From an optimization exercise on the open Yosys and OpenROAD flow, aimed at small area, a short achievable clock period and few clock cycles per item; shortcuts taken in it are not production practice. RTL that was checked went through simulation tests only; none was proved equivalent to the original. Function not checked in runs 5 and 6: the RTL went through the layout flow alone. Power is estimated from default activity; no workload was simulated. The clock port is modelled as an ideal driver; clocking choices that lean on that would not hold on a real chip.

--- flow/config.mk ---
export PLATFORM = sky130hd
export DESIGN_NAME = load_balancer
export DESIGN_NICKNAME = load_balancer
export VERILOG_FILES = /design/flow/design.v
export SDC_FILE = /design/flow/constraint.sdc
export NUM_CORES = 4
export LEC_CHECK = 0
export ABC_CLOCK_PERIOD_IN_PS = 4000
export CAP_MARGIN = 20
export CORE_MARGIN = 2
export CORE_UTILIZATION = 65
export CTS_CLUSTER_DIAMETER = 100
export CTS_CLUSTER_SIZE = 30
export PLACE_DENSITY = 0.75
export SETUP_SLACK_MARGIN = 2.8
export SLEW_MARGIN = 20
--- flow/constraint.sdc ---
create_clock -name core_clock -period 5.0 [get_ports {aclk}]
set_input_delay 1.0000 -clock core_clock [delete_from_list [all_inputs] [get_ports {aclk}]]
set_output_delay 1.0000 -clock core_clock [all_outputs]
set_load 0.01 [all_outputs]
--- flow/design.v ---
`timescale 1ns/100ps
package lb_pkg;
    localparam int N_REGIONS = 4;
    localparam int REGION_IDX_BITS = 2;
    localparam int N_LAYERS = REGION_IDX_BITS;
    localparam int N_PAIRS = N_REGIONS / 2;
    localparam int LAYER_BITS = (N_LAYERS > 1) ? $clog2(N_LAYERS) : 1;
    localparam logic [LAYER_BITS-1:0] LAST_LAYER = LAYER_BITS'(N_LAYERS - 1);
    localparam int QDEPTH = 16;
    localparam int QPTR_BITS = $clog2(QDEPTH);
    localparam int QCNT_BITS = $clog2(QDEPTH + 1);
    localparam logic [QCNT_BITS-1:0] Q_FULL_CNT = QCNT_BITS'(QDEPTH);
    localparam int LOAD_BITS = 4;
    localparam int OID_BITS = 16;
    localparam int META_BITS = 98;
    localparam int META_OID_LSB = 0;
    typedef logic [META_BITS-1:0] meta_t;
    typedef logic [OID_BITS-1:0] oid_t;
    typedef logic [LOAD_BITS-1:0] load_t;
    typedef logic [REGION_IDX_BITS-1:0] region_idx_t;
    typedef struct packed {
        oid_t  oid;
        load_t load;
    } region_stat_t;
    localparam int STAT_BITS = OID_BITS + LOAD_BITS;
    typedef logic [N_REGIONS*STAT_BITS-1:0] region_stats_t;
endpackage
`timescale 1ns/100ps
module meta_fifo (
    input  logic                aclk,
    input  logic                aresetn,
    input  logic                in_valid,
    output logic                in_ready,
    input  lb_pkg::meta_t       in_meta,
    input  lb_pkg::region_idx_t late_lb,
    output logic                head_valid,
    output lb_pkg::meta_t       head_meta,
    output lb_pkg::region_idx_t head_lb,
    input  logic                pop
);
    localparam int NE = lb_pkg::QDEPTH - 1;
    lb_pkg::meta_t       mem [NE];
    lb_pkg::region_idx_t lbm [NE];
    logic [NE-1:0] wr_en;
    logic [NE-1:0] rd_oh;
    logic [NE-1:0] lb_en;
    logic          pushed;
    logic [3:0]    count;
    logic          full;
    logic push_fire;
    logic pop_fire;
    logic full_nx;
    logic up;
    logic dn;
    logic [3:0] count_inc;
    logic [3:0] count_dec;
    logic       count_14;
    assign in_ready   = !full;
    assign head_valid = (count != 4'd0);
    assign push_fire = in_valid && !full;
    assign pop_fire  = pop && head_valid;
    assign up        = push_fire && !pop_fire;
    assign dn        = pop_fire && !push_fire;
    assign count_inc = count + 4'd1;
    assign count_dec = count - 4'd1;
    assign count_14  = (count == 4'(NE - 1));
    always_comb begin
        if (full) full_nx = !pop_fire;
        else      full_nx = count_14 && up;
    end
    assign lb_en = !pushed ? '0
                 : full    ? {rd_oh[0], rd_oh[NE-1:1]}
                 :           {wr_en[0], wr_en[NE-1:1]};
    always_ff @(posedge aclk) begin
        if (!aresetn) begin
            wr_en <= NE'(1);
            rd_oh <= NE'(1);
            pushed <= 1'b0;
            count  <= '0;
            full  <= 1'b0;
        end else begin
            if (full_nx)                wr_en <= '0;
            else if (full && pop_fire)  wr_en <= rd_oh;
            else if (push_fire)         wr_en <= {wr_en[NE-2:0], wr_en[NE-1]};
            if (pop_fire) rd_oh <= {rd_oh[NE-2:0], rd_oh[NE-1]};
            pushed <= push_fire;
            if (up)      count <= count_inc;
            else if (dn) count <= count_dec;
            full <= full_nx;
        end
    end
    always_ff @(posedge aclk) begin
        for (int i = 0; i < NE; i++) begin
            if (wr_en[i]) mem[i] <= in_meta;
            if (lb_en[i]) lbm[i] <= late_lb;
        end
    end
    always_comb begin
        head_meta = '0;
        head_lb   = '0;
        for (int i = 0; i < NE; i++) begin
            head_meta = head_meta | (in_meta & '0) | ({lb_pkg::META_BITS{rd_oh[i]}} & mem[i]);
        end
        if (|(rd_oh & lb_en)) begin
            head_lb = late_lb;
        end else begin
            for (int i = 0; i < NE; i++) begin
                head_lb = head_lb | ({lb_pkg::REGION_IDX_BITS{rd_oh[i]}} & lbm[i]);
            end
        end
    end
endmodule
`timescale 1ns/100ps
module least_load_tree (
    input  logic                  aclk,
    input  lb_pkg::region_stats_t region_stats,
    input  lb_pkg::oid_t          req_oid,
    output lb_pkg::region_idx_t   winner
);
    lb_pkg::load_t ld [lb_pkg::N_REGIONS];
    logic          om [lb_pkg::N_REGIONS];
    always_comb begin
        for (int i = 0; i < lb_pkg::N_REGIONS; i++) begin
            ld[i] = region_stats[i*lb_pkg::STAT_BITS +: lb_pkg::LOAD_BITS];
            om[i] = (region_stats[i*lb_pkg::STAT_BITS + lb_pkg::LOAD_BITS +: lb_pkg::OID_BITS]
                     == req_oid);
        end
    end
    function automatic logic beats(input lb_pkg::load_t a, input lb_pkg::load_t b,
                                   input logic m);
        logic lt;
        logic eq;
        lt = 1'b0;
        eq = 1'b1;
        for (int k = lb_pkg::LOAD_BITS - 1; k >= 0; k--) begin
            lt = lt | (eq & ~a[k] & b[k]);
            eq = eq & ~(a[k] ^ b[k]);
        end
        beats = lt | (eq & m);
    endfunction
    logic w01_q, w23_q;
    logic f02_q, f03_q, f12_q, f13_q;
    logic wf;
    always_ff @(posedge aclk) begin
        w01_q <= beats(ld[0], ld[1], om[0]);
        w23_q <= beats(ld[2], ld[3], om[2]);
        f02_q <= beats(ld[0], ld[2], om[0]);
        f03_q <= beats(ld[0], ld[3], om[0]);
        f12_q <= beats(ld[1], ld[2], om[1]);
        f13_q <= beats(ld[1], ld[3], om[1]);
    end
    always_comb begin
        case ({w01_q, w23_q})
            2'b11:   wf = f02_q;
            2'b10:   wf = f03_q;
            2'b01:   wf = f12_q;
            default: wf = f13_q;
        endcase
    end
    assign winner = wf ? {1'b0, ~w01_q} : {1'b1, ~w23_q};
endmodule
`timescale 1ns/100ps
module dispatch_ctrl (
    input  logic                aclk,
    input  logic                aresetn,
    input  logic                head_valid,
    input  lb_pkg::meta_t       head_meta,
    input  lb_pkg::region_idx_t head_lb,
    output logic                pop,
    output logic                proxy_valid,
    input  logic                proxy_ready,
    output lb_pkg::meta_t       proxy_meta,
    output lb_pkg::region_idx_t lb_ctrl
);
    assign pop = head_valid && (!proxy_valid || proxy_ready);
    always_ff @(posedge aclk) begin
        if (!aresetn) begin
            proxy_valid <= 1'b0;
        end else if (!proxy_valid || proxy_ready) begin
            proxy_valid <= head_valid;
        end
    end
    always_ff @(posedge aclk) begin
        if (pop) begin
            proxy_meta <= head_meta;
            lb_ctrl    <= head_lb;
        end
    end
endmodule
`timescale 1ns/100ps
module load_balancer (
    input  logic                  aclk,
    input  logic                  aresetn,
    input  logic                  meta_in_valid,
    output logic                  meta_in_ready,
    input  lb_pkg::meta_t         meta_in_data,
    input  lb_pkg::region_stats_t region_stats,
    output logic                  proxy_valid,
    input  logic                  proxy_ready,
    output lb_pkg::meta_t         proxy_meta,
    output lb_pkg::region_idx_t   lb_ctrl
);
    lb_pkg::region_idx_t late_lb;
    logic                head_valid;
    lb_pkg::meta_t       head_meta;
    lb_pkg::region_idx_t head_lb;
    logic                pop;
    least_load_tree least_load_tree_i (
        .aclk         (aclk),
        .region_stats (region_stats),
        .req_oid      (meta_in_data[lb_pkg::META_OID_LSB +: lb_pkg::OID_BITS]),
        .winner       (late_lb)
    );
    meta_fifo meta_fifo_i (
        .aclk       (aclk),
        .aresetn    (aresetn),
        .in_valid   (meta_in_valid),
        .in_ready   (meta_in_ready),
        .in_meta    (meta_in_data),
        .late_lb    (late_lb),
        .head_valid (head_valid),
        .head_meta  (head_meta),
        .head_lb    (head_lb),
        .pop        (pop)
    );
    dispatch_ctrl dispatch_ctrl_i (
        .aclk        (aclk),
        .aresetn     (aresetn),
        .head_valid  (head_valid),
        .head_meta   (head_meta),
        .head_lb     (head_lb),
        .pop         (pop),
        .proxy_valid (proxy_valid),
        .proxy_ready (proxy_ready),
        .proxy_meta  (proxy_meta),
        .lb_ctrl     (lb_ctrl)
    );
endmodule
--- flow/flow/run.sh ---
#!/bin/bash
# the standard layout, with two changes:
# - port buffers are plain buffers rather than the delay cells buffer_ports picks
# - before resizing, each output register is placed next to its port buffer
set -e
here=$(pwd)
export BUFFER_PORTS_ARGS="-buffer_cell sky130_fd_sc_hd__buf_1"
export PRE_RESIZE_TCL="$here/flow/move_out_ffs.tcl"
bash standard.sh > standard.log 2>&1
--- flow/flow/move_out_ffs.tcl ---
# PRE_RESIZE hook: put each flip-flop that drives an output port buffer next
# to that buffer, so the register-to-output paths use short wires; detailed
# placement legalizes the moved cells afterwards
set block [ord::get_db_block]
set core [$block getCoreArea]
set cx0 [$core xMin]; set cy0 [$core yMin]; set cx1 [$core xMax]; set cy1 [$core yMax]
set step 8000
set moved 0
foreach bt [$block getBTerms] {
  if {[$bt getIoType] != "OUTPUT"} { continue }
  set net [$bt getNet]
  if {$net == "NULL"} { continue }
  set buf ""
  foreach it [$net getITerms] { if {[$it isOutputSignal]} { set buf [$it getInst] } }
  if {$buf == ""} { continue }
  set n2 ""
  foreach it [$buf getITerms] { if {[$it isInputSignal]} { set n2 [$it getNet] } }
  if {$n2 == "" || $n2 == "NULL"} { continue }
  set ff ""
  foreach it [$n2 getITerms] { if {[$it isOutputSignal]} { set ff [$it getInst] } }
  if {$ff == ""} { continue }
  if {![[$ff getMaster] isSequential]} { continue }
  # only a flop whose output feeds this buffer alone
  if {[llength [$n2 getITerms]] != 2} { continue }
  lassign [$buf getLocation] bx by
  set bb [$bt getBBox]
  set px [$bb xMin]; set py [$bb yMin]
  # step from the buffer away from the pin, into the core
  set dx 0; set dy 0
  if {$px <= $cx0} { set dx $step } elseif {$px >= $cx1} { set dx -$step } elseif {$py <= $cy0} { set dy $step } else { set dy -$step }
  set x [expr {$bx + $dx}]; set y [expr {$by + $dy}]
  set x [expr {max($cx0, min($x, $cx1 - 20000))}]
  set y [expr {max($cy0, min($y, $cy1 - 3000))}]
  $ff setLocation $x $y
  incr moved
}
puts "move_out_ffs: moved $moved output flip-flops next to their port buffers"
--- flow/standard.sh ---
#!/bin/bash
# synth_recipe.tcl (not shown) runs the flow's synth.tcl, then flattens the netlist and writes it again
# the make line also repeats each setting of config.mk as NAME=value (left out here)
make -C /OpenROAD-flow-scripts/flow DESIGN_CONFIG=/design/flow/config.mk WORK_HOME=/design/flow/orfs CLKGATE_MAP_FILE= SYNTH_SCRIPT=/design/flow/synth_recipe.tcl "${@:-finish}"
==> reports/qor.txt, run 1 <==
status: no timing/DRC/antenna violations
synth unique cells: 50
DP Wirelength: 70800 um
Starting Density: 65.4%
worst-skew pair later-pin latency: 700 ps
Clock Skews: 24.1 ps
post-synthesis instance area: 58800 sq um
via/cell ratio: 7.28
area growth from synthesis to layout: 8.26%
ys async rst share: 0%
Hold Vio Cnt, Final: 0
MaxCap Viol Count: 0
Rows: 110
io pins: 284
gp weighted congestion: 0.906
fmax: 437 MHz
Crit Path Category: reg -> out
critical path's largest stage delay: 430 ps
CP max stage cell: edfxtp_1
Port-buffer cells: 267
Avg WL per Cell: 34.4 um
Synth Area per Inst: 19.3 sq um
Slew Limit Fails: 0
pwr dens: 406 nW/um^2
placed cells: 4348
Startpoint Class: register
Finished Layout Cells: 4484
fin nets: 3452
Post-synth top flop: edfxtp_1
Bufs on Longest Clock Path: 3
initial antenna violation count: 16
clk root buf: clkbuf_16
sequential area share after synthesis: 83.2%
RSZ-0062 raised after global routing: true
reported leakage power: 19.1 nW
vias in the first global route: 31900
Clock Power Share: 23.8%
gr usage total: 32.8%
CTS tree: built
gr ovfl total: 0
Net Sw Frac: 24.6%
Clock Pin Slew Worst Setup and Hold Paths: 120 ps
Worst-Margin Slew: 1160 ps
P_sw: 6.36 mW
Worst Path Required: 4000 ps
fraction of layout instances using a drive strength above 1: 9.65%
Syn Inst Count: 3044
Cell Chain, Critical Path: buf_6
WP buf/inv: 1
share of total power in combinational logic: 13.0%
CP delay by family, top: flip-flops
Core Region: 89900 sq um
final wirelength: 154000 um
die width: 305 um
Die Span Y: 305 um
Critical Path Fanout Max: 1
Antenna Nets Post-Route: 0
total CTS buffers: 61
maximum vdd drop: 437 uV
Post-synth EDFFs: 1600
Final period util: 45.7%
largest net degree at the start of global routing: 97
drt drc: 0
H-tree depth: 2
Die ar.: 92900 sq um
minimum clock period: 2290 ps
Slew headroom: 22.9%
warning count from the yosys run: 7
first-pass GRT wire length: 220000 um
Arr. time, crit path: 1290 ps
clock sink count: 1643
final setup fails: 0
crit end category: output pin
Pre-antenna DRT Iters: 7
Seq pwr share: 63.3%
syn nets: 3236
DR iter-0 viols: 5723
HP Class: reg -> reg
total vias in the final route: 32600
Pint: 19.5 mW
setup TNS: 0 ps
FILL cells: 5297
Synth Register Bits: 1643
==> registers in the layout, indices dropped and copies added, names as in the netlist, 2 cells and up <==
name                        cells
meta_fifo_i.mem              1470
dispatch_ctrl_i.lb_ctrl         2
meta_fifo_i.rd_oh              15
meta_fifo_i.wr_en              15
meta_fifo_i.count               4
dispatch_ctrl_i.proxy_meta     98
meta_fifo_i.lbm                30
==> power groups by stage <==
stage                     Sequential [mW]  Combinational (mW)  Clock, mW
final                                16.4                3.35       6.14
after global routing                 16.4                3.55       6.64
after CTS                            16.4                3.20       6.16
after detailed placement             16.7                3.07          0
after global placement               16.7                2.94          0
after floorplan                      16.7                1.54          0
==> stage by stage <==
step	hold WS, ps	setup WS (ps)	instance area (sq um)	util (%)	power [mW]
5_1_grt	561	2690	63700	70.8	26.6
3_3_place_gp	525	1550	61200	68.1	19.7
6_report	559	2710	63700	70.8	25.9
4_1_cts	563	2690	63300	70.5	25.7
2_1_floorplan	485	2270	59000	-	18.3
3_5_place_dp	537	1620	61200	68.1	19.7
==> final timing paths <==
path / endpoint / cells after the start / start / slack [ps]
worst max-delay path: proxy_meta[97] / 1 / dispatch_ctrl_i.proxy_meta[97]$_DFFE_PP_ / 2710
worst min-delay path: meta_fifo_i.count[3]$_SDFFE_PN0P_ / 2 / meta_fifo_i.count[3]$_SDFFE_PN0P_ / 560
worst max register to register: dispatch_ctrl_i.proxy_meta[30]$_DFFE_PP_ / 4 / meta_fifo_i.rd_oh[1]$_SDFFE_PN0P_ / 2780
worst min register to register: meta_fifo_i.count[3]$_SDFFE_PN0P_ / 2 / meta_fifo_i.count[3]$_SDFFE_PN0P_ / 560
==> cells by family after synthesis <==
group,count (synthesis),share of synthesized area [%]
buffers and inverters,211,1.48
AO/OA/AOI/OAI,784,10.7
adder cells (fa/ha/maj),17,0.351
AND/OR/NAND/NOR,319,3.17
multiplexers,19,0.353
flip-flops,1643,83.2
XOR/XNOR,51,0.760
==> per-layer routing <==
metal / global-route usage, % / share of wire [%] / up-vias
li1: - / - / 13300
met5: 0 / 0.041 / -
met2: 54.6 / 50 / 2504
met3: 4.53 / 12 / 254
met4: 9.36 / 2.6 / 10
met1: 46.3 / 35 / 16600
==> area by class of cell <==
cell class              count  area [sq um]  share of cell area [%]
flip-flops and latches   1643         49000                    77.0
multi-input cells        1190          9170                    14.4
repair buffers            347          2180                    3.42
clock buffers              98          1670                    2.62
well taps                1176          1470                    2.31
inverters                  17          81.3                   0.128
clock inverters             2          40.0                  0.0629
diodes                     11          27.5                  0.0432
==> cells in the final DEF, fill, tap and decap left out, types with 16 or more instances in the layout <==
master     count
edfxtp_1    1600
a22oi_1      415
buf_1        166
nand4_1      106
a221oi_1     102
a22o_1       100
a222oi_1     100
and3_1        99
clkbuf_2      76
clkbuf_16     62
nand2_1       60
buf_4         47
clkbuf_1      37
xor2_1        32
dfxtp_4       32
xnor2_1       19
nor2b_1       18
buf_6         17
buf_12        16
==> cell usage after synthesis, drive strengths merged, types with 7 or more instances <==
cell type	count	share of area (%)
edfxtp	1600	82
a221oi	104	1.5
a222oi	100	1.7
xor2	32	0.48
maj3	7	0.13
dfxtp	43	1.5
buf	74	0.60
a21boi	15	0.19
nor4	11	0.14
o21ai	10	0.085
xnor2	19	0.28
inv	17	0.11
clkbuf	120	0.77
nand2	60	0.38
a21oi	24	0.20
o22ai	7	0.074
mux2i	17	0.29
and3	100	1.1
a22o	100	1.5
ha	9	0.19
nand4	106	1.1
nor2b	19	0.20
a22oi	415	5.3
==> what timing repair did <==
action                     4_1_cts  5_1_grt
gates resized for setup         60      103
cloned                           0        1
setup endpoints to repair      414      114
hold buffers                     0        0
pin swaps                        2        4
setup buffers                   17        7
==> worst register-to-register path, delay by kind of cell (launching register included) <==
family / cells / cell delay [ps]
AOI/OAI and AO/OA: 1 / 460
buffers and inverters: 1 / 370
DFF: 1 / 530
and+or+nand+nor: 2 / 510
Testbench counts, summed over its fixed seeds: cycles 3,216, items 3,200.
==> run 2: changes to the inputs <==
--- a/flow/flow/move_out_ffs.tcl
+++ b/flow/flow/move_out_ffs.tcl
@@ -5,5 +5,5 @@
 set core [$block getCoreArea]
 set cx0 [$core xMin]; set cy0 [$core yMin]; set cx1 [$core xMax]; set cy1 [$core yMax]
-set step 8000
+set step 4000
 set moved 0
 foreach bt [$block getBTerms] {
--- a/flow/config.mk
+++ b/flow/config.mk
@@ -6,5 +6,5 @@
 export NUM_CORES = 4
 export LEC_CHECK = 0
-export ABC_CLOCK_PERIOD_IN_PS = 4000
+export ABC_CLOCK_PERIOD_IN_PS = 2200
 export CAP_MARGIN = 20
 export CORE_MARGIN = 2
==> run 2 against run 1 <==
Maximum frequency down 0.55%. Sequential cell count unchanged. Critical endpoint unchanged. Non-clock buffer count up 3. Highest routed layer unchanged. Synthesized cell count unchanged. Largest cell class unchanged. Wire length up 1.2%. Still clean on timing, DRC and antenna. Via count up 0.74%. Sequential power about the same.
==> reports/qor.txt, run 2 <==
gr ovfl total: 0 (unchanged)
gr usage total: 32.9% (was 32.8%)
MaxCap Viol Count: 0 (unchanged)
pwr dens: 408 nW/um^2 (was 406 nW/um^2)
first-pass GRT wire length: 221000 um (was 220000 um)
Syn Inst Count: 3044 (unchanged)
Arr. time, crit path: 1300 ps (was 1290 ps)
fraction of layout instances using a drive strength above 1: 10.1% (was 9.65%)
Bufs on Longest Clock Path: 3 (unchanged)
multiplexer area fraction after synthesis: 0.353% (unchanged)
area growth from synthesis to layout: 8.73% (was 8.26%)
commonest non-fill, non-tap cell in the layout: edfxtp_1 (unchanged)
Core Region: 89900 sq um (unchanged)
Starting Density: 65.4% (unchanged)
Synth Register Bits: 1643 (unchanged)
Slew headroom: 32.9% (was 22.9%)
top cells by area, synth: edfxtp_1, a22oi_1, a222oi_1 (unchanged)
Largest regs: meta_fifo_i.mem x1470, dispatch_ctrl_i.proxy_meta x98, meta_fifo_i.lbm x30 (unchanged)
DR WL met3: 20100 um (was 18900 um)
H-tree depth: 2 (unchanged)
largest net degree at the start of global routing: 97 (unchanged)
hold path endpoint: dispatch_ctrl_i.proxy_meta[4]$_DFFE_PP_ (was meta_fifo_i.count[3]$_SDFFE_PN0P_)
maximum vdd drop: 358 uV (was 437 uV)
synth unique cells: 50 (unchanged)
die width: 305 um (unchanged)
status: no timing/DRC/antenna violations (unchanged)
reg-to-reg critical path endpoint: dispatch_ctrl_i.proxy_meta[30]$_DFFE_PP_ (unchanged)
Worst Path Required: 4000 ps (about the same)
syn nets: 3236 (unchanged)
Port-buffer cells: 267 (unchanged)
CP delay by family, top: flip-flops (unchanged)
HP Class: reg -> reg (unchanged)
Crit Path Category: reg -> out (unchanged)
crit end category: output pin (unchanged)
max reg flops: 1470 (unchanged)
Post-synth EDFFs: 1600 (unchanged)
Critical Path Fanout Max: 1 (unchanged)
final setup fails: 0 (unchanged)
WP buf/inv: 1 (unchanged)
Die Span Y: 305 um (unchanged)
Hold Vio Cnt, Final: 0 (unchanged)
top-count cell post-synth: edfxtp_1 (unchanged)
area leader, netlist: edfxtp_1 (unchanged)
total vias in the final route: 32900 (was 32600)
Rows: 110 (unchanged)
complex-gate fraction of the synthesized area: 10.7% (unchanged)
Cell Chain, Critical Path: buf_6 (unchanged)
vias in the first global route: 32300 (was 31900)
setup TNS: 0 ps (unchanged)
routed metal-1 wirelength: 55000 um (was 54300 um)
Final period util: 46.0% (was 45.7%)
Synth Area in XOR/XNOR: 0.760% (unchanged)
adder-cell area share of the yosys netlist: 0.351% (unchanged)
post-synthesis instance area: 58800 sq um (unchanged)
sequential area share after synthesis: 83.2% (unchanged)
share of the synthesized area in the top cell type: 81.7% (unchanged)
Reg-to-Reg Start: meta_fifo_i.rd_oh[10]$_SDFFE_PN0P_ (was meta_fifo_i.rd_oh[1]$_SDFFE_PN0P_)
via/cell ratio: 7.30 (was 7.28)
total CTS buffers: 61 (unchanged)
CP max stage cell: edfxtp_1 (unchanged)
most frequent cells in the layout: edfxtp_1, a22oi_1, buf_1, nand4_1, a221oi_1 (unchanged)
Synth Area per Inst: 19.3 sq um (unchanged)
clk root buf: clkbuf_16 (unchanged)
Post-synth top flop: edfxtp_1 (unchanged)
Avg WL per Cell: 34.6 um (was 34.4 um)
R2R cell count: 4 (unchanged)
final wirelength: 156000 um (was 154000 um)
reported leakage power: 19.3 nW (was 19.1 nW)
initial antenna violation count: 18 (was 16)
Die ar.: 92900 sq um (unchanged)
DR iter-0 viols: 5595 (was 5723)
warning count from the yosys run: 7 (unchanged)
Top Metal Used: met5 (unchanged)
minimum clock period: 2300 ps (was 2290 ps)
DP Wirelength: 71100 um (was 70800 um)
gp weighted congestion: 0.906 (unchanged)
Pre-antenna DRT Iters: 7 (unchanged)
io pins: 284 (unchanged)
Worst-Margin Slew: 1010 ps (was 1160 ps)
Slew Limit Fails: 0 (unchanged)
Synth top cells by count: edfxtp_1, a22oi_1, clkbuf_1 (unchanged)
fmax: 435 MHz (was 437 MHz)
critical path's largest stage delay: 440 ps (was 430 ps)
fin nets: 3455 (was 3452)
Clock Pin Slew Worst Setup and Hold Paths: 110 ps (was 120 ps)
hold_buf cts: 0 (unchanged)
worst hold slack: 565 ps (was 559 ps)
largest family of logic cells by synthesized area: compound AO/OA/AOI/OAI gates (unchanged)
clock sink count: 1643 (unchanged)
CTS tree: built (unchanged)
reg-to-reg slack, setup: 2790 ps (was 2780 ps)
ys async rst share: 0% (unchanged)
metal2 WL: 75700 um (was 76800 um)
Largest Register: meta_fifo_i.mem (unchanged)
Clock Skews: 26.2 ps (was 24.1 ps)
Antenna Nets Post-Route: 0 (unchanged)
hold depth: 2 (unchanged)
drt drc: 0 (unchanged)
RSZ-0062 raised after global routing: true (unchanged)
Startpoint Class: register (unchanged)
HP Start: meta_fifo_i.mem[11][4]$_DFFE_PP_ (was meta_fifo_i.count[3]$_SDFFE_PN0P_)
simple-gate area share of the yosys netlist: 3.17% (unchanged)
worst-skew pair later-pin latency: 700 ps (about the same)
-- run 2: cell counts after synthesis --
No cell type changed its count.
-- run 2: where the power goes --
| group | switching [mW] | total [mW] | leakage (nW) | internal [mW] |
|---|---|---|---|---|
| combinational | 2.25 | 3.48 | 3.39 | 1.23 |
| sequential | 0.375 | 16.3 | 15.0 | 16.0 |
| clock | 3.83 | 6.29 | 0.868 | 2.46 |
| total | 6.45 | 26.1 | 19.3 | 19.7 |
-- run 2: logic make-up (layout without fill, tap and decap cells) --
| kind of cell | count (synthesis) | in the layout |
|---|---|---|
| adder cells (fa/ha/maj) | 17 | 17 |
| flip-flops | 1643 | 1643 |
| multiplexers | 19 | 19 |
| AO/OA/AOI/OAI | 784 | 784 |
| XOR/XNOR | 51 | 51 |
| AND/OR/NAND/NOR | 319 | 319 |
| other | 0 | 12 |
| buffers and inverters | 211 | 483 |
-- run 2: metal layers --
layer,track usage [%],up-vias
li1,-,13300
met1,46.1,16700
met2,53.5,2554
met3,5.38,362
met4,11.3,10
met5,0,-
-- run 2: repair_timing --
action                                  CTS  global route
gates resized for setup                  61           125
buffers inserted                         19             5
pin swaps                                 2             4
endpoints found under the setup margin  413           126
cloned                                    0             3
-- run 2: how the worst max path moves through the flow --
| stage | startpoint | cells past startpoint | slack [ps] | endpoint |
|---|---|---|---|---|
| floorplan | proxy_ready | 12 | 2270 | meta_fifo_i.count[3]$_SDFFE_PN0P_ |
| global route | dispatch_ctrl_i.proxy_meta[12]$_DFFE_PP_ | 1 | 2670 | proxy_meta[12] |
| detailed placement | proxy_ready | 5 | 1620 | dispatch_ctrl_i.proxy_meta[62]$_DFFE_PP_ |
| CTS | dispatch_ctrl_i.proxy_meta[97]$_DFFE_PP_ | 1 | 2680 | proxy_meta[97] |
| global placement | proxy_ready | 5 | 1550 | dispatch_ctrl_i.proxy_meta[50]$_DFFE_PP_ |
| finish | dispatch_ctrl_i.proxy_meta[97]$_DFFE_PP_ | 1 | 2700 | proxy_meta[97] |
-- run 2: per-stage QoR --
stage	cells	power (mW)	util, %	worst slack, ps	instance area (sq um)
after floorplan	3044	18.3	-	2270	59000
after global placement	4348	19.7	68.1	1550	61200
after detailed placement	4348	19.7	68.1	1620	61200
final	4504	26.1	71.1	2700	63900
after CTS	4483	25.9	70.6	2680	63400
after global routing	4502	26.9	71.1	2670	63900
-- run 2: layout make-up --
type                       instances  area, sq um
multi-input combinational       1190         9210
fill                            5255        25900
antenna                           12         30.0
clock inverter                     3         45.0
tap                             1176         1470
clock buffer                     113         1790
timing repair buffer             350         2280
sequential                      1643        49000
inverter                          17         81.3
==> run 3: changes to the inputs <==
--- a/flow/flow/move_out_ffs.tcl
+++ b/flow/flow/move_out_ffs.tcl
@@ -5,5 +5,5 @@
 set core [$block getCoreArea]
 set cx0 [$core xMin]; set cy0 [$core yMin]; set cx1 [$core xMax]; set cy1 [$core yMax]
-set step 4000
+set step 8000
 set moved 0
 foreach bt [$block getBTerms] {
==> run 3 against run 2 <==
Design area down 0.43%. Sequential power about the same. Non-clock buffer count shrank 3. Maximum frequency up 0.55%. Combinational power down 4%. Total power is 0.99% lower. Critical endpoint unchanged.
==> reports/qor.txt, run 3 <==
initial antenna violation count: 16 (was 18)
Worst-Margin Slew: 1160 ps (was 1010 ps)
setup TNS: 0 ps (unchanged)
total CTS buffers: 61 (unchanged)
CP delay by family, top: flip-flops (unchanged)
fraction of layout instances using a drive strength above 1: 9.65% (was 10.1%)
clock sink count: 1643 (unchanged)
Avg WL per Cell: 34.4 um (was 34.6 um)
Arr. time, crit path: 1290 ps (was 1300 ps)
gr ovfl total: 0 (unchanged)
via/cell ratio: 7.28 (was 7.30)
top-count cell post-synth: edfxtp_1 (unchanged)
pwr dens: 406 nW/um^2 (was 408 nW/um^2)
total vias in the final route: 32600 (was 32900)
worst slack at placement: 1620 ps (about the same)
post-route design area: 63700 sq um (was 63900 sq um)
final worst slack: 2710 ps (was 2700 ps)
synth unique cells: 50 (unchanged)
MaxCap Viol Count: 0 (unchanged)
maximum vdd drop: 437 uV (was 358 uV)
Startpoint Class: register (unchanged)
H-tree depth: 2 (unchanged)
reported leakage power: 19.1 nW (was 19.3 nW)
minimum clock period: 2290 ps (was 2300 ps)
sequential area share after synthesis: 83.2% (unchanged)
top cells by area, synth: edfxtp_1, a22oi_1, a222oi_1 (unchanged)
simple-gate area share of the yosys netlist: 3.17% (unchanged)
Cell Chain, Critical Path: buf_6 (unchanged)
most frequent cells in the layout: edfxtp_1, a22oi_1, buf_1, nand4_1, a221oi_1 (unchanged)
worst-skew pair later-pin latency: 700 ps (about the same)
Area after DPL: 61200 sq um (unchanged)
Port-buffer cells: 267 (unchanged)
Die Span Y: 305 um (unchanged)
syn nets: 3236 (unchanged)
Post-synth top flop: edfxtp_1 (unchanged)
gr usage total: 32.8% (was 32.9%)
Synth Area in XOR/XNOR: 0.760% (unchanged)
fmax: 437 MHz (was 435 MHz)
WP buf/inv: 1 (unchanged)
Syn Inst Count: 3044 (unchanged)
Worst Path Required: 4000 ps (about the same)
final wirelength: 154000 um (was 156000 um)
share of the synthesized area in the top cell type: 81.7% (unchanged)
CTS tree: built (unchanged)
post-synthesis instance area: 58800 sq um (unchanged)
clk root buf: clkbuf_16 (unchanged)
Finished Layout Cells: 4484 (was 4504)
DP Wirelength: 70800 um (was 71100 um)
Critical Path Fanout Max: 1 (unchanged)
area leader, netlist: edfxtp_1 (unchanged)
Final period util: 45.7% (was 46.0%)
crit end category: output pin (unchanged)
Die ar.: 92900 sq um (unchanged)
final setup fails: 0 (unchanged)
ys async rst share: 0% (unchanged)
largest net degree at the start of global routing: 97 (unchanged)
Rows: 110 (unchanged)
Bufs on Longest Clock Path: 3 (unchanged)
max reg flops: 1470 (unchanged)
DR iter-0 viols: 5723 (was 5595)
Slew Limit Fails: 0 (unchanged)
Slew headroom: 22.9% (was 32.9%)
Clock Pin Slew Worst Setup and Hold Paths: 120 ps (was 110 ps)
adder-cell area share of the yosys netlist: 0.351% (unchanged)
Synth Area per Inst: 19.3 sq um (unchanged)
worst hold slack: 559 ps (was 565 ps)
first-pass GRT wire length: 220000 um (was 221000 um)
commonest non-fill, non-tap cell in the layout: edfxtp_1 (unchanged)
fin nets: 3452 (was 3455)
warning count from the yosys run: 7 (unchanged)
HP Class: reg -> reg (unchanged)
reg-to-reg slack, setup: 2780 ps (was 2790 ps)
Antenna Nets Post-Route: 0 (unchanged)
Synth Register Bits: 1643 (unchanged)
Post-synth EDFFs: 1600 (unchanged)
RSZ-0062 raised after global routing: true (unchanged)
status: no timing/DRC/antenna violations (unchanged)
Clock Skews: 24.1 ps (was 26.2 ps)
Final Power: 25.9 mW (was 26.1 mW)
Crit Path Category: reg -> out (unchanged)
complex-gate fraction of the synthesized area: 10.7% (unchanged)
gp weighted congestion: 0.906 (unchanged)
Synth top cells by count: edfxtp_1, a22oi_1, clkbuf_1 (unchanged)
io pins: 284 (unchanged)
die width: 305 um (unchanged)
Largest regs: meta_fifo_i.mem x1470, dispatch_ctrl_i.proxy_meta x98, meta_fifo_i.lbm x30 (unchanged)
Final Util: 70.8% (was 71.1%)
CP max stage cell: edfxtp_1 (unchanged)
Starting Density: 65.4% (unchanged)
critical path's largest stage delay: 430 ps (was 440 ps)
vias in the first global route: 31900 (was 32300)
multiplexer area fraction after synthesis: 0.353% (unchanged)
placed cells: 4348 (unchanged)
FILL cells: 5297 (was 5255)
Hold Vio Cnt, Final: 0 (unchanged)
largest family of logic cells by synthesized area: compound AO/OA/AOI/OAI gates (unchanged)
drt drc: 0 (unchanged)
Core Region: 89900 sq um (unchanged)
Largest Register: meta_fifo_i.mem (unchanged)
Pre-antenna DRT Iters: 7 (unchanged)
area growth from synthesis to layout: 8.26% (was 8.73%)
## run 3: cell types whose count changed in the layout (fill, tap and decap cells not counted), sizes merged
cell           change
clkdlybuf4s15      -2
inv                -2
clkinv             +1
buf               +10
diode              -1
clkbuf            -26
## run 3: layout make-up
cell class | instances | area [sq um] | share of cell area [%]
Sequential cell | 1643 | 49000 | 77.0
Multi-Input combinational cell | 1190 | 9170 | 14.4
Timing Repair Buffer | 347 | 2180 | 3.42
Clock buffer | 98 | 1670 | 2.62
Tap cell | 1176 | 1470 | 2.31
Inverter | 17 | 81.3 | 0.128
Clock inverter | 2 | 40.0 | 0.0629
Antenna cell | 11 | 27.5 | 0.0432
## run 3: power by group
part	internal, mW	leakage [nW]	switching, mW
clock network	2.33	0.815	3.82
registers	16.0	15.0	0.389
logic	1.20	3.33	2.15
## run 3: kinds of logic after synthesis
group,Yosys count
AOI/OAI and AO/OA,784
xor gates and xnor gates,51
adders and majority gates,17
buffers and inverters,211
DFF,1643
muxes,19
and+or+nand+nor,319
## run 3: worst paths after layout
check	depth (start not counted)	startpoint	end
max	1	dispatch_ctrl_i.proxy_meta[97]$_DFFE_PP_	proxy_meta[97]
min	2	meta_fifo_i.count[3]$_SDFFE_PN0P_	meta_fifo_i.count[3]$_SDFFE_PN0P_
max reg2reg	4	meta_fifo_i.rd_oh[1]$_SDFFE_PN0P_	dispatch_ctrl_i.proxy_meta[30]$_DFFE_PP_
min reg2reg	2	meta_fifo_i.count[3]$_SDFFE_PN0P_	meta_fifo_i.count[3]$_SDFFE_PN0P_
## run 3: layer usage
layer,track usage (%),vias up,wire length [um]
met1,46.3,16600,54300
met4,9.36,10,3990
met5,0,-,63
li1,-,13300,-
met2,54.6,2504,76800
met3,4.53,254,18900
## run 3: what timing repair did
item,4_1_cts,5_1_grt
pin swaps,2,4
cloned,0,1
endpoints found under the setup margin,414,114
hold buffers,0,0
resized for setup,60,103
buffers inserted,17,7
==> run 4: changes to the inputs <==
--- a/flow/config.mk
+++ b/flow/config.mk
@@ -9,8 +9,8 @@
 export CAP_MARGIN = 20
 export CORE_MARGIN = 2
-export CORE_UTILIZATION = 65
+export CORE_UTILIZATION = 70
 export CTS_CLUSTER_DIAMETER = 100
 export CTS_CLUSTER_SIZE = 30
-export PLACE_DENSITY = 0.75
-export SETUP_SLACK_MARGIN = 2.8
+export PLACE_DENSITY = 0.8
+export SETUP_SLACK_MARGIN = 3.0
 export SLEW_MARGIN = 20
==> run 4 against run 3 <==
Still clean on timing, DRC and antenna. Combinational power increased by 15%. Non-clock buffer count increased by 49. Synthesized cell count unchanged. Synthesized area unchanged. Sequential share of layout area decreased by 1.1 points. Die area decreased by 7.1%. Largest cell class unchanged. Largest power group unchanged.
==> reports/qor.txt, run 4 <==
Synth top cells by count: edfxtp_1, a22oi_1, clkbuf_1 (unchanged)
clk root buf: clkbuf_16 (unchanged)
fin nets: 3500 (was 3452)
post-route design area: 64600 sq um (was 63700 sq um)
worst-skew pair later-pin latency: 710 ps (was 700 ps)
Largest Register: meta_fifo_i.mem (unchanged)
maximum vdd drop: 352 uV (was 437 uV)
Pre-antenna DRT Iters: 10 (was 7)
gr usage total: 37.0% (was 32.8%)
H-tree depth: 2 (unchanged)
Synth Area per Inst: 19.3 sq um (unchanged)
drt drc: 0 (unchanged)
Synth Register Bits: 1643 (unchanged)
Syn Inst Count: 3044 (unchanged)
MaxCap Viol Count: 0 (unchanged)
DR iter-0 viols: 6408 (was 5723)
most frequent cells in the layout: edfxtp_1, a22oi_1, buf_1, nand4_1, a221oi_1 (unchanged)
top-count cell post-synth: edfxtp_1 (unchanged)
Starting Density: 70.5% (was 65.4%)
Startpoint Class: input port (was register)
total vias in the final route: 34200 (was 32600)
Largest regs: meta_fifo_i.mem x1470, dispatch_ctrl_i.proxy_meta x98, meta_fifo_i.lbm x30 (unchanged)
top cells by area, synth: edfxtp_1, a22oi_1, a222oi_1 (unchanged)
Bufs on Longest Clock Path: 3 (unchanged)
Reg-to-Reg Start: meta_fifo_i.count[0]$_SDFFE_PN0P_ (was meta_fifo_i.rd_oh[1]$_SDFFE_PN0P_)
status: no timing/DRC/antenna violations (unchanged)
Crit Path Category: in -> reg (was reg -> out)
die width: 294 um (was 305 um)
DP Wirelength: 71500 um (was 70800 um)
Clock Pin Slew Worst Setup and Hold Paths: 120 ps (about the same)
via/cell ratio: 7.67 (was 7.28)
Clock Skews: 48.6 ps (was 24.1 ps)
reg-to-reg critical path endpoint: meta_fifo_i.count[3]$_SDFFE_PN0P_ (was dispatch_ctrl_i.proxy_meta[30]$_DFFE_PP_)
Post-synth top flop: edfxtp_1 (unchanged)
post-synthesis instance area: 58800 sq um (unchanged)
Avg WL per Cell: 36.9 um (was 34.4 um)
area growth from synthesis to layout: 9.84% (was 8.26%)
synth unique cells: 50 (unchanged)
Slew Limit Fails: 0 (unchanged)
Hold Vio Cnt, Final: 0 (unchanged)
final setup fails: 0 (unchanged)
area leader, netlist: edfxtp_1 (unchanged)
Final period util: 48.8% (was 45.7%)
commonest non-fill, non-tap cell in the layout: edfxtp_1 (unchanged)
crit end category: register (was output pin)
max reg flops: 1470 (unchanged)
Critical Path Fanout Max: 3 (was 1)
fraction of layout instances using a drive strength above 1: 11.8% (was 9.65%)
Post-synth EDFFs: 1600 (unchanged)
final wirelength: 164000 um (was 154000 um)
reported leakage power: 19.6 nW (was 19.1 nW)
sequential area share after synthesis: 83.2% (unchanged)
syn nets: 3236 (unchanged)
Worst Path Required: 5640 ps (was 4000 ps)
RSZ-0062 raised after global routing: true (unchanged)
Rows: 106 (was 110)
setup TNS: 0 ps (unchanged)
gr ovfl total: 0 (unchanged)
warning count from the yosys run: 7 (unchanged)
R2R cell count: 10 (was 4)
fmax: 410 MHz (was 437 MHz)
total CTS buffers: 60 (was 61)
Area after DPL: 61000 sq um (was 61200 sq um)
share of the synthesized area in the top cell type: 81.7% (unchanged)
io pins: 284 (unchanged)
Antenna Nets Post-Route: 0 (unchanged)
end of the critical path: meta_fifo_i.count[3]$_SDFFE_PN0P_ (was proxy_meta[97])
CTS tree: built (unchanged)
Port-buffer cells: 267 (unchanged)
Core Region: 83400 sq um (was 89900 sq um)
HP Class: reg -> reg (unchanged)
Arr. time, crit path: 3080 ps (was 1290 ps)
worst hold slack: 568 ps (was 559 ps)
reg-to-reg slack, setup: 2590 ps (was 2780 ps)
Die Span Y: 294 um (was 305 um)
minimum clock period: 2440 ps (was 2290 ps)
Slew headroom: 25.2% (was 22.9%)
Die ar.: 86300 sq um (was 92900 sq um)
first-pass GRT wire length: 226000 um (was 220000 um)
worst setup path start: meta_in_valid (was dispatch_ctrl_i.proxy_meta[97]$_DFFE_PP_)
initial antenna violation count: 13 (was 16)
clock sink count: 1643 (unchanged)
gp weighted congestion: 0.856 (was 0.906)
hold_buf cts: 0 (unchanged)
pwr dens: 408 nW/um^2 (was 406 nW/um^2)
vias in the first global route: 33500 (was 31900)
Worst-Margin Slew: 1120 ps (was 1160 ps)
ys async rst share: 0% (unchanged)
largest net degree at the start of global routing: 104 (was 97)
==> run 4: how the worst min path moves through the flow <==
| stage | from | endpoint | slack [ps] | cells after the start |
|---|---|---|---|---|
| floorplan | meta_fifo_i.count[3]$_SDFFE_PN0P_ | meta_fifo_i.count[3]$_SDFFE_PN0P_ | 490 | 2 |
| global placement | meta_fifo_i.count[3]$_SDFFE_PN0P_ | meta_fifo_i.count[3]$_SDFFE_PN0P_ | 530 | 2 |
| detailed placement | meta_fifo_i.count[3]$_SDFFE_PN0P_ | meta_fifo_i.count[3]$_SDFFE_PN0P_ | 540 | 2 |
| CTS | meta_fifo_i.mem[11][6]$_DFFE_PP_ | dispatch_ctrl_i.proxy_meta[6]$_DFFE_PP_ | 570 | 2 |
| global route | meta_fifo_i.mem[11][6]$_DFFE_PP_ | dispatch_ctrl_i.proxy_meta[6]$_DFFE_PP_ | 580 | 2 |
| finish | meta_fifo_i.mem[11][34]$_DFFE_PP_ | dispatch_ctrl_i.proxy_meta[34]$_DFFE_PP_ | 570 | 2 |
==> run 4: what timing repair did <==
action / in CTS / in global routing
cloned: 1 / 5
setup buffers: 43 / 28
pin swaps: 9 / 14
setup endpoints to repair: 652 / 217
gates resized for setup: 127 / 127
==> run 4: worst max-delay path: stages <==
cell and delay [ps]:
buf_1 300, nor2b_1 220, buf_6 130, ha_4 150, inv_4 60, ha_4 200, a21o_1 160, a21oi_2 190
xnor2_2 110, or3_4 400, a21boi_2 140
==> run 4: cell families (layout without fill, tap and decap cells) <==
kind of cell / after synthesis / count (layout) / synth area share (%)
buffers and inverters: 211 / 527 / 1.48
multiplexers: 19 / 19 / 0.353
XOR/XNOR: 51 / 51 / 0.760
flip-flops: 1643 / 1643 / 83.2
AO/OA/AOI/OAI: 784 / 784 / 10.7
adder cells (fa/ha/maj): 17 / 17 / 0.351
other: 0 / 13 / 0
AND/OR/NAND/NOR: 319 / 319 / 3.17
==> run 4: report_power, final <==
part           internal [mW]  switching (mW)
clock network           2.36            3.80
logic                   1.39            2.47
registers               16.0           0.344
total                   19.7            6.62
==> run 4: layout make-up <==
| cell class | count | area [sq um] |
|---|---|---|
| clock inverters | 3 | 26.3 |
| flip-flops and latches | 1643 | 49000 |
| well taps | 1080 | 1350 |
| clock buffers | 111 | 1710 |
| repair buffers | 396 | 3040 |
| inverters | 17 | 85.1 |
| fillers | 4104 | 18800 |
| multi-input cells | 1190 | 9310 |
| diodes | 13 | 32.5 |
==> run 4: metal layers <==
metal / share of wire [%] / track usage, % / vias to the layer above
met2: 48 / 59.1 / 3260
met3: 15 / 8.09 / 550
met4: 4.8 / 15.7 / 12
met1: 33 / 50.2 / 17000
li1: - / - / 13400
met5: 0.050 / 0 / -
==> run 4: metrics by stage <==
step | util [%] | cells | worst slack [ps] | power, mW
final | 77.4 | 4453 | 2560 | 26.3
after global routing | 77.4 | 4447 | 2500 | 26.9
after CTS | 76.5 | 4407 | 2680 | 25.8
after detailed placement | 73.1 | 4249 | 1610 | 19.7
after global placement | 73.1 | 4249 | 1640 | 19.6
after floorplan | - | 3044 | 2270 | 18.3
==> run 5: changes to the inputs <==
--- a/flow/design.v
+++ b/flow/design.v
@@ -100,5 +100,5 @@
         head_lb   = '0;
         for (int i = 0; i < NE; i++) begin
-            head_meta = head_meta | (in_meta & '0) | ({lb_pkg::META_BITS{rd_oh[i]}} & mem[i]);
+            head_meta = head_meta | ({lb_pkg::META_BITS{rd_oh[i]}} & mem[i]);
         end
         if (|(rd_oh & lb_en)) begin
==> flow/flow/run.sh (replaced) <==
#!/bin/bash
# the standard layout, with two changes:
# - port buffers are plain buffers rather than the delay cells buffer_ports picks
# - before resizing, each output register is placed next to its port buffer
# - clock tree sinks are clustered as config.mk says, without dummy loads
set -e
here=$(pwd)
export BUFFER_PORTS_ARGS="-buffer_cell sky130_fd_sc_hd__buf_1"
export PRE_RESIZE_TCL="$here/flow/move_out_ffs.tcl"
export CTS_ARGS="-sink_clustering_enable -repair_clock_nets -sink_clustering_size 24 -sink_clustering_max_diameter 100 -dont_use_dummy_load"
bash standard.sh > standard.log 2>&1
--- a/flow/config.mk
+++ b/flow/config.mk
@@ -9,8 +9,8 @@
 export CAP_MARGIN = 20
 export CORE_MARGIN = 2
-export CORE_UTILIZATION = 70
+export CORE_UTILIZATION = 65
 export CTS_CLUSTER_DIAMETER = 100
 export CTS_CLUSTER_SIZE = 30
-export PLACE_DENSITY = 0.8
-export SETUP_SLACK_MARGIN = 3.0
+export PLACE_DENSITY = 0.75
+export SETUP_SLACK_MARGIN = 2.8
 export SLEW_MARGIN = 20
==> run 5 against run 4 <==
Still clean. First-iteration DRC count shrank 6.4%. Global-route usage shrank 3.6 points. Core utilization shrank 6.2 points. Die area grew 7.6%. Register-to-register slack gained 130 ps. Clock-buffer cell count shrank 33. Design area shrank 0.86%. Sequential cell count is the same. Hold slack lost 32 ps. Largest cell class unchanged. Highest routed layer unchanged.
==> reports/qor.txt, run 5 <==
Worst-Margin Slew: 1090 ps (was 1120 ps)
Post-synth top flop: edfxtp_1 (unchanged)
Antenna Nets Post-Route: 0 (unchanged)
status: no timing/DRC/antenna violations (unchanged)
Arr. time, crit path: 2860 ps (was 3080 ps)
Clock Skews: 36.7 ps (was 48.6 ps)
fin nets: 3473 (was 3500)
syn nets: 3237 (was 3236)
area leader, netlist: edfxtp_1 (unchanged)
Syn Inst Count: 3045 (was 3044)
Die ar.: 92900 sq um (was 86300 sq um)
WP buf/inv: 1 (was 3)
Crit Path Category: reg -> reg (was in -> reg)
minimum clock period: 2280 ps (was 2440 ps)
Post-synth EDFFs: 1600 (unchanged)
Synth Register Bits: 1643 (unchanged)
worst-skew pair later-pin latency: 670 ps (was 710 ps)
vias in the first global route: 32700 (was 33500)
post-synthesis instance area: 58800 sq um (about the same)
via/cell ratio: 7.40 (was 7.67)
Startpoint Class: register (was input port)
Core Region: 89900 sq um (was 83400 sq um)
DR iter-0 viols: 5999 (was 6408)
die width: 305 um (was 294 um)
reported leakage power: 19.3 nW (was 19.6 nW)
Slew headroom: 27.5% (was 25.2%)
maximum vdd drop: 365 uV (was 352 uV)
max reg flops: 1470 (unchanged)
Synth Area per Inst: 19.3 sq um (about the same)
commonest non-fill, non-tap cell in the layout: edfxtp_1 (unchanged)
Bufs on Longest Clock Path: 3 (unchanged)
total CTS buffers: 78 (was 60)
Hold Vio Cnt, Final: 0 (unchanged)
ys async rst share: 0% (unchanged)
CP delay by family, top: simple AND/OR/NAND/NOR gates (unchanged)
drt drc: 0 (unchanged)
top-count cell post-synth: edfxtp_1 (unchanged)
HP Class: reg -> reg (unchanged)
clock sink count: 1643 (unchanged)
Pre-antenna DRT Iters: 9 (was 10)
crit end category: register (unchanged)
first-pass GRT wire length: 223000 um (was 226000 um)
critical path's largest stage delay: 360 ps (was 400 ps)
area growth from synthesis to layout: 8.88% (was 9.84%)
clk root buf: clkbuf_16 (unchanged)
Synth top cells by count: edfxtp_1, a22oi_1, clkbuf_1 (unchanged)
RSZ-0062 raised after global routing: true (unchanged)
top cells by area, synth: edfxtp_1, a22oi_1, a222oi_1 (unchanged)
hold_buf cts: 0 (unchanged)
Cell Chain, Critical Path: nor4_4, or2_4, ha_4, inv_4, ha_4, a21o_1, a21oi_2, xnor2_1, or3_1, a21boi_1 (was buf_1, nor2b_1, buf_6, ha_4, inv_4, ha_4, a21o_1, a21oi_2, xnor2_2, or3_4, a21boi_2)
share of the synthesized area in the top cell type: 81.7% (about the same)
Die Span Y: 305 um (was 294 um)
Final period util: 45.6% (was 48.8%)
post-route design area: 64000 sq um (was 64600 sq um)
Largest regs: meta_fifo_i.mem x1470, dispatch_ctrl_i.proxy_meta x98, meta_fifo_i.lbm x30 (unchanged)
sequential area share after synthesis: 83.2% (about the same)
DP Wirelength: 71400 um (was 71500 um)
pwr dens: 413 nW/um^2 (was 408 nW/um^2)
Slew Limit Fails: 0 (unchanged)
final wirelength: 156000 um (was 164000 um)
Starting Density: 65.4% (was 70.5%)
Port-buffer cells: 267 (unchanged)
MaxCap Viol Count: 0 (unchanged)
final setup fails: 0 (unchanged)
Rows: 110 (was 106)
H-tree depth: 3 (was 2)
initial antenna violation count: 19 (was 13)
fmax: 439 MHz (was 410 MHz)
CP max stage cell: dfxtp_2 (was or3_4)
CTS tree: built (unchanged)
Clock Pin Slew Worst Setup and Hold Paths: 100 ps (was 120 ps)
Largest Register: meta_fifo_i.mem (unchanged)
most frequent cells in the layout: edfxtp_1, a22oi_1, buf_1, nand4_1, a221oi_1 (unchanged)
io pins: 284 (unchanged)
gr usage total: 33.3% (was 37.0%)
setup TNS: 0 ps (unchanged)
total vias in the final route: 33000 (was 34200)
Worst Path Required: 5580 ps (was 5640 ps)
largest net degree at the start of global routing: 105 (was 104)
synth unique cells: 53 (was 50)
gp weighted congestion: 0.842 (was 0.856)
warning count from the yosys run: 7 (unchanged)
Crit path top cell by count: ha_4 (unchanged)
fraction of layout instances using a drive strength above 1: 9.88% (was 11.8%)
gr ovfl total: 0 (unchanged)
Avg WL per Cell: 35.0 um (was 36.9 um)
Critical Path Fanout Max: 4 (was 3)
Area after DPL: 61200 sq um (was 61000 sq um)
[run 5: path summary, 6_finish.rpt]
path / endpoint / startpoint / slack, ps / cells past startpoint
setup reg to reg: meta_fifo_i.count[3]$_SDFFE_PN0P_ / meta_fifo_i.count[3]$_SDFFE_PN0P_ / 2720 / 10
hold / removal: meta_fifo_i.count[3]$_SDFFE_PN0P_ / meta_fifo_i.count[3]$_SDFFE_PN0P_ / 540 / 2
hold reg to reg: meta_fifo_i.count[3]$_SDFFE_PN0P_ / meta_fifo_i.count[3]$_SDFFE_PN0P_ / 540 / 2
setup / recovery: meta_fifo_i.count[3]$_SDFFE_PN0P_ / meta_fifo_i.count[3]$_SDFFE_PN0P_ / 2720 / 10
[run 5: final cells by class]
cell class	instances	area, sq um
Sequential cell	1643	49000
Clock buffer	78	1950
Antenna cell	10	25.0
Tap cell	1176	1470
Inverter	17	85.1
Multi-Input combinational cell	1190	9210
Timing Repair Buffer	351	2260
Fill cell	5242	25800
[run 5: kinds of logic (layout without fill, tap and decap cells)]
| kind of cell | count (synthesis) | count (layout) | synth area share [%] |
|---|---|---|---|
| muxes | 19 | 19 | 0.353 |
| xor gates and xnor gates | 52 | 52 | 0.774 |
| adders and majority gates | 17 | 17 | 0.351 |
| DFF | 1643 | 1643 | 83.2 |
| AOI/OAI and AO/OA | 785 | 785 | 10.7 |
| and+or+nand+nor | 317 | 317 | 3.16 |
| buffers and inverters | 212 | 446 | 1.46 |
| other | 0 | 10 | 0 |
[run 5: timing repair]
action                                  4_1_cts  5_1_grt
pin swaps                                     3        3
endpoints found under the setup margin      370      115
gates cloned                                  0        1
setup buffers                                15       14
gates resized for setup                      58       98
[run 5: where the power goes]
part	internal, mW	leakage (nW)	switching [mW]
clock network	2.80	0.961	3.86
logic	1.22	3.37	2.24
registers	16.0	15.0	0.390
total	20.0	19.3	6.49
[run 5: routing by layer]
metal | routed length [um] | GRT usage, % | share of wire, % | vias up
met3 | 20300 | 6.06 | 13 | 336
met4 | 4890 | 11.1 | 3.1 | 18
met2 | 76400 | 54.1 | 49 | 2617
li1 | - | - | - | 13300
met1 | 54800 | 46.6 | 35 | 16800
met5 | 118 | 0 | 0.075 | -
[run 5: metrics by stage]
stage	utilization, %	power, mW	hold slack, ps	worst slack [ps]	cells
after CTS	70.7	26.3	534	2720	4440
after floorplan	-	18.3	507	2270	3045
after detailed placement	68.1	19.8	536	1580	4347
after global routing	71.2	27.2	551	2640	4463
after global placement	68.1	19.7	525	1590	4347
final	71.2	26.5	536	2720	4465
[run 5: worst reg2reg max path: stages (launching register included)]
cell      delay, ps
dfxtp_2         360
nor4_4          350
or2_4           230
ha_4            170
inv_4            50
ha_4            200
a21o_1          170
a21oi_2         140
xnor2_1         100
or3_1           310
a21boi_1        130
==> run 6: changes to the inputs <==
--- a/flow/flow/run.sh
+++ b/flow/flow/run.sh
@@ -8,4 +8,4 @@
 export BUFFER_PORTS_ARGS="-buffer_cell sky130_fd_sc_hd__buf_1"
 export PRE_RESIZE_TCL="$here/flow/move_out_ffs.tcl"
-export CTS_ARGS="-sink_clustering_enable -repair_clock_nets -sink_clustering_size 24 -sink_clustering_max_diameter 100 -dont_use_dummy_load"
+export CTS_ARGS="-sink_clustering_enable -repair_clock_nets -sink_clustering_size 30 -sink_clustering_max_diameter 100 -dont_use_dummy_load"
 bash standard.sh > standard.log 2>&1
==> run 6 against run 5 <==
Synthesized area is the same. Clock skew grew 17 ps. Non-clock buffer count shrank 3. Design area shrank 0.79%. Still clean. Die area is the same. Wire length shrank 0.76%. Setup slack lost 12 ps. Global-route usage shrank 0.53 points. Critical path type unchanged.
==> reports/qor.txt, run 6 <==
Worst-Margin Slew: 1070 ps (was 1090 ps)
maximum vdd drop: 317 uV (was 365 uV)
Largest Register: meta_fifo_i.mem (unchanged)
Slew headroom: 28.7% (was 27.5%)
synth unique cells: 53 (unchanged)
ys async rst share: 0% (unchanged)
area leader, netlist: edfxtp_1 (unchanged)
RSZ-0062 raised after global routing: true (unchanged)
most frequent cells in the layout: edfxtp_1, a22oi_1, buf_1, nand4_1, a221oi_1 (unchanged)
crit end category: register (unchanged)
Final Util: 70.7% (was 71.2%)
post-route design area: 63500 sq um (was 64000 sq um)
top-count cell post-synth: edfxtp_1 (unchanged)
syn nets: 3237 (unchanged)
MaxCap Viol Count: 0 (unchanged)
fmax: 436 MHz (was 439 MHz)
Final period util: 45.8% (was 45.6%)
Worst Path Required: 5610 ps (was 5580 ps)
Arr. time, crit path: 2900 ps (was 2860 ps)
Rows: 110 (unchanged)
Clock Pin Slew Worst Setup and Hold Paths: 110 ps (was 100 ps)
Pre-antenna DRT Iters: 8 (was 9)
Die Span Y: 305 um (unchanged)
placed cells: 4347 (unchanged)
warning count from the yosys run: 7 (unchanged)
Post-synth EDFFs: 1600 (unchanged)
fin nets: 3452 (was 3473)
Antenna Nets Post-Route: 0 (unchanged)
pwr dens: 404 nW/um^2 (was 413 nW/um^2)
Largest regs: meta_fifo_i.mem x1470, dispatch_ctrl_i.proxy_meta x98, meta_fifo_i.lbm x30 (unchanged)
vias in the first global route: 32500 (was 32700)
initial antenna violation count: 21 (was 19)
status: no timing/DRC/antenna violations (unchanged)
clk root buf: clkbuf_16 (unchanged)
worst-skew pair later-pin latency: 710 ps (was 670 ps)
Critical Path Fanout Max: 4 (unchanged)
Finished Layout Cells: 4445 (was 4465)
Hold Vio Cnt, Final: 0 (unchanged)
Starting Density: 65.4% (unchanged)
total CTS buffers: 60 (was 78)
CTS tree: built (unchanged)
Bufs on Longest Clock Path: 3 (unchanged)
total vias in the final route: 33000 (about the same)
via/cell ratio: 7.42 (was 7.40)
HP Class: reg -> reg (unchanged)
DR iter-0 viols: 6045 (was 5999)
clock sink count: 1643 (unchanged)
Core Region: 89900 sq um (unchanged)
Syn Inst Count: 3045 (unchanged)
final wirelength: 155000 um (was 156000 um)
gp weighted congestion: 0.842 (unchanged)
Die ar.: 92900 sq um (unchanged)
Slew Limit Fails: 0 (unchanged)
die width: 305 um (unchanged)
share of the synthesized area in the top cell type: 81.7% (unchanged)
final setup fails: 0 (unchanged)
Port-buffer cells: 267 (unchanged)
fraction of layout instances using a drive strength above 1: 9.36% (was 9.88%)
Crit Path Category: reg -> reg (unchanged)
setup TNS: 0 ps (unchanged)
H-tree depth: 2 (was 3)
top cells by area, synth: edfxtp_1, a22oi_1, a222oi_1 (unchanged)
gr ovfl total: 0 (unchanged)
max reg flops: 1470 (unchanged)
minimum clock period: 2290 ps (was 2280 ps)
Synth top cells by count: edfxtp_1, a22oi_1, clkbuf_1 (unchanged)
Synth Register Bits: 1643 (unchanged)
largest net degree at the start of global routing: 105 (unchanged)
Area after DPL: 61200 sq um (unchanged)
post-synthesis instance area: 58800 sq um (unchanged)
Startpoint Class: register (unchanged)
commonest non-fill, non-tap cell in the layout: edfxtp_1 (unchanged)
Clock Skews: 53.6 ps (was 36.7 ps)
sequential area share after synthesis: 83.2% (unchanged)
io pins: 284 (unchanged)
reported leakage power: 19.1 nW (was 19.3 nW)
DP Wirelength: 71400 um (unchanged)
Synth Area per Inst: 19.3 sq um (unchanged)
gr usage total: 32.8% (was 33.3%)
first-pass GRT wire length: 220000 um (was 223000 um)
Post-synth top flop: edfxtp_1 (unchanged)
Avg WL per Cell: 34.9 um (was 35.0 um)
area growth from synthesis to layout: 8.02% (was 8.88%)
Final Power: 25.7 mW (was 26.5 mW)
drt drc: 0 (unchanged)
## run 6: layout make-up
cell class / count / area [sq um]
clock buffers: 60 / 1500
repair buffers: 348 / 2260
multi-input cells: 1190 / 9150
flip-flops and latches: 1643 / 49000
well taps: 1176 / 1470
fillers: 5287 / 26300
diodes: 11 / 27.5
inverters: 17 / 85.1
## run 6: metrics by stage
| step | worst slack (ps) | hold slack [ps] |
|---|---|---|
| finish | 2710 | 562 |
| global placement | 1590 | 525 |
| CTS | 2720 | 537 |
| detailed placement | 1580 | 536 |
| global route | 2590 | 571 |
| floorplan | 2270 | 507 |
## run 6: critical path, stage by stage (launching register included)
cell      delay [ps]
dfxtp_2          370
nor4_4           340
or2_4            230
ha_4             170
inv_4             50
ha_4             200
a21o_1           170
a21oi_2          140
xnor2_1          100
or3_1            330
a21boi_1         140
## run 6: cells by family after synthesis
group / after synthesis / synth area share, %
adder cells (fa/ha/maj): 17 / 0.351
buffers and inverters: 212 / 1.46
multiplexers: 19 / 0.353
AO/OA/AOI/OAI: 785 / 10.7
flip-flops: 1643 / 83.2
AND/OR/NAND/NOR: 317 / 3.16
XOR/XNOR: 52 / 0.774
## run 6: final timing paths
path / startpoint / end / slack (ps) / depth (start not counted)
max reg2reg: meta_fifo_i.count[3]$_SDFFE_PN0P_ / meta_fifo_i.count[3]$_SDFFE_PN0P_ / 2710 / 10
min: meta_fifo_i.count[3]$_SDFFE_PN0P_ / meta_fifo_i.count[3]$_SDFFE_PN0P_ / 560 / 2
min reg2reg: meta_fifo_i.count[3]$_SDFFE_PN0P_ / meta_fifo_i.count[3]$_SDFFE_PN0P_ / 560 / 2
max: meta_fifo_i.count[3]$_SDFFE_PN0P_ / meta_fifo_i.count[3]$_SDFFE_PN0P_ / 2710 / 10
## run 6: timing repair
| item | 4_1_cts | 5_1_grt |
|---|---|---|
| hold buffers | 0 | 0 |
| setup buffers | 15 | 11 |
| hold endpoints to repair | 0 | 0 |
| gates resized for setup | 65 | 88 |
| gates cloned | 0 | 1 |
| endpoints found under the setup margin | 409 | 128 |
| pin swaps | 2 | 2 |
## run 6: power breakdown
part           switching (mW)  internal [mW]
clock network            3.70           2.16
logic                    2.23           1.23
registers               0.379           16.0
## run 6: metal layers
metal	vias to the layer above	part of all wire, %	global-route usage (%)
met5	-	0.079	0
met4	20	3.3	10.1
met3	325	13	5.41
met2	2696	49	53.8
met1	16700	35	46.1
li1	13200	-	-

-- afterwards: timing with drivers on the ports --
No port has a modelled driver above. Below, the same layouts with a new extraction and two added sets of constraints. Step 1 assumes that a clkbuf_16 drives the clock port and a buf_2 every other input. Step 2 also shifts input and output timing later by t, the mid clock arrival at the registers, as if the neighbouring blocks saw the same clock. Three values: no drivers, after step 1, after step 2; two values: the first two.
run | t, ns | slack for setup (ns) | hold slack, ns | worst setup path after step 2
run 1 | 0.758 | 2.714 / 2.640 / 2.110 | 0.559 / 0.559 / 0.559 | input to register
run 2 | 0.764 | 2.701 / 2.629 / 2.079 | 0.565 / 0.565 / 0.565 | input to register
run 3 | 0.758 | 2.714 / 2.640 / 2.110 | 0.559 / 0.559 / 0.559 | input to register
run 4 | 0.753 | 2.560 / 2.519 / 1.766 | 0.568 / 0.568 / 0.568 | input to register
run 5 | 0.725 | 2.721 / 2.704 / 1.991 | 0.536 / 0.536 / 0.536 | input to register
run 6 | 0.750 | 2.709 / 2.661 / 2.086 | 0.562 / 0.562 / 0.562 | input to register
After both steps setup and hold are still met in every run listed. For run 4, which loses most, drivers alone change the setup slack by -0.041 ns; drivers and shift together by -0.794 ns.
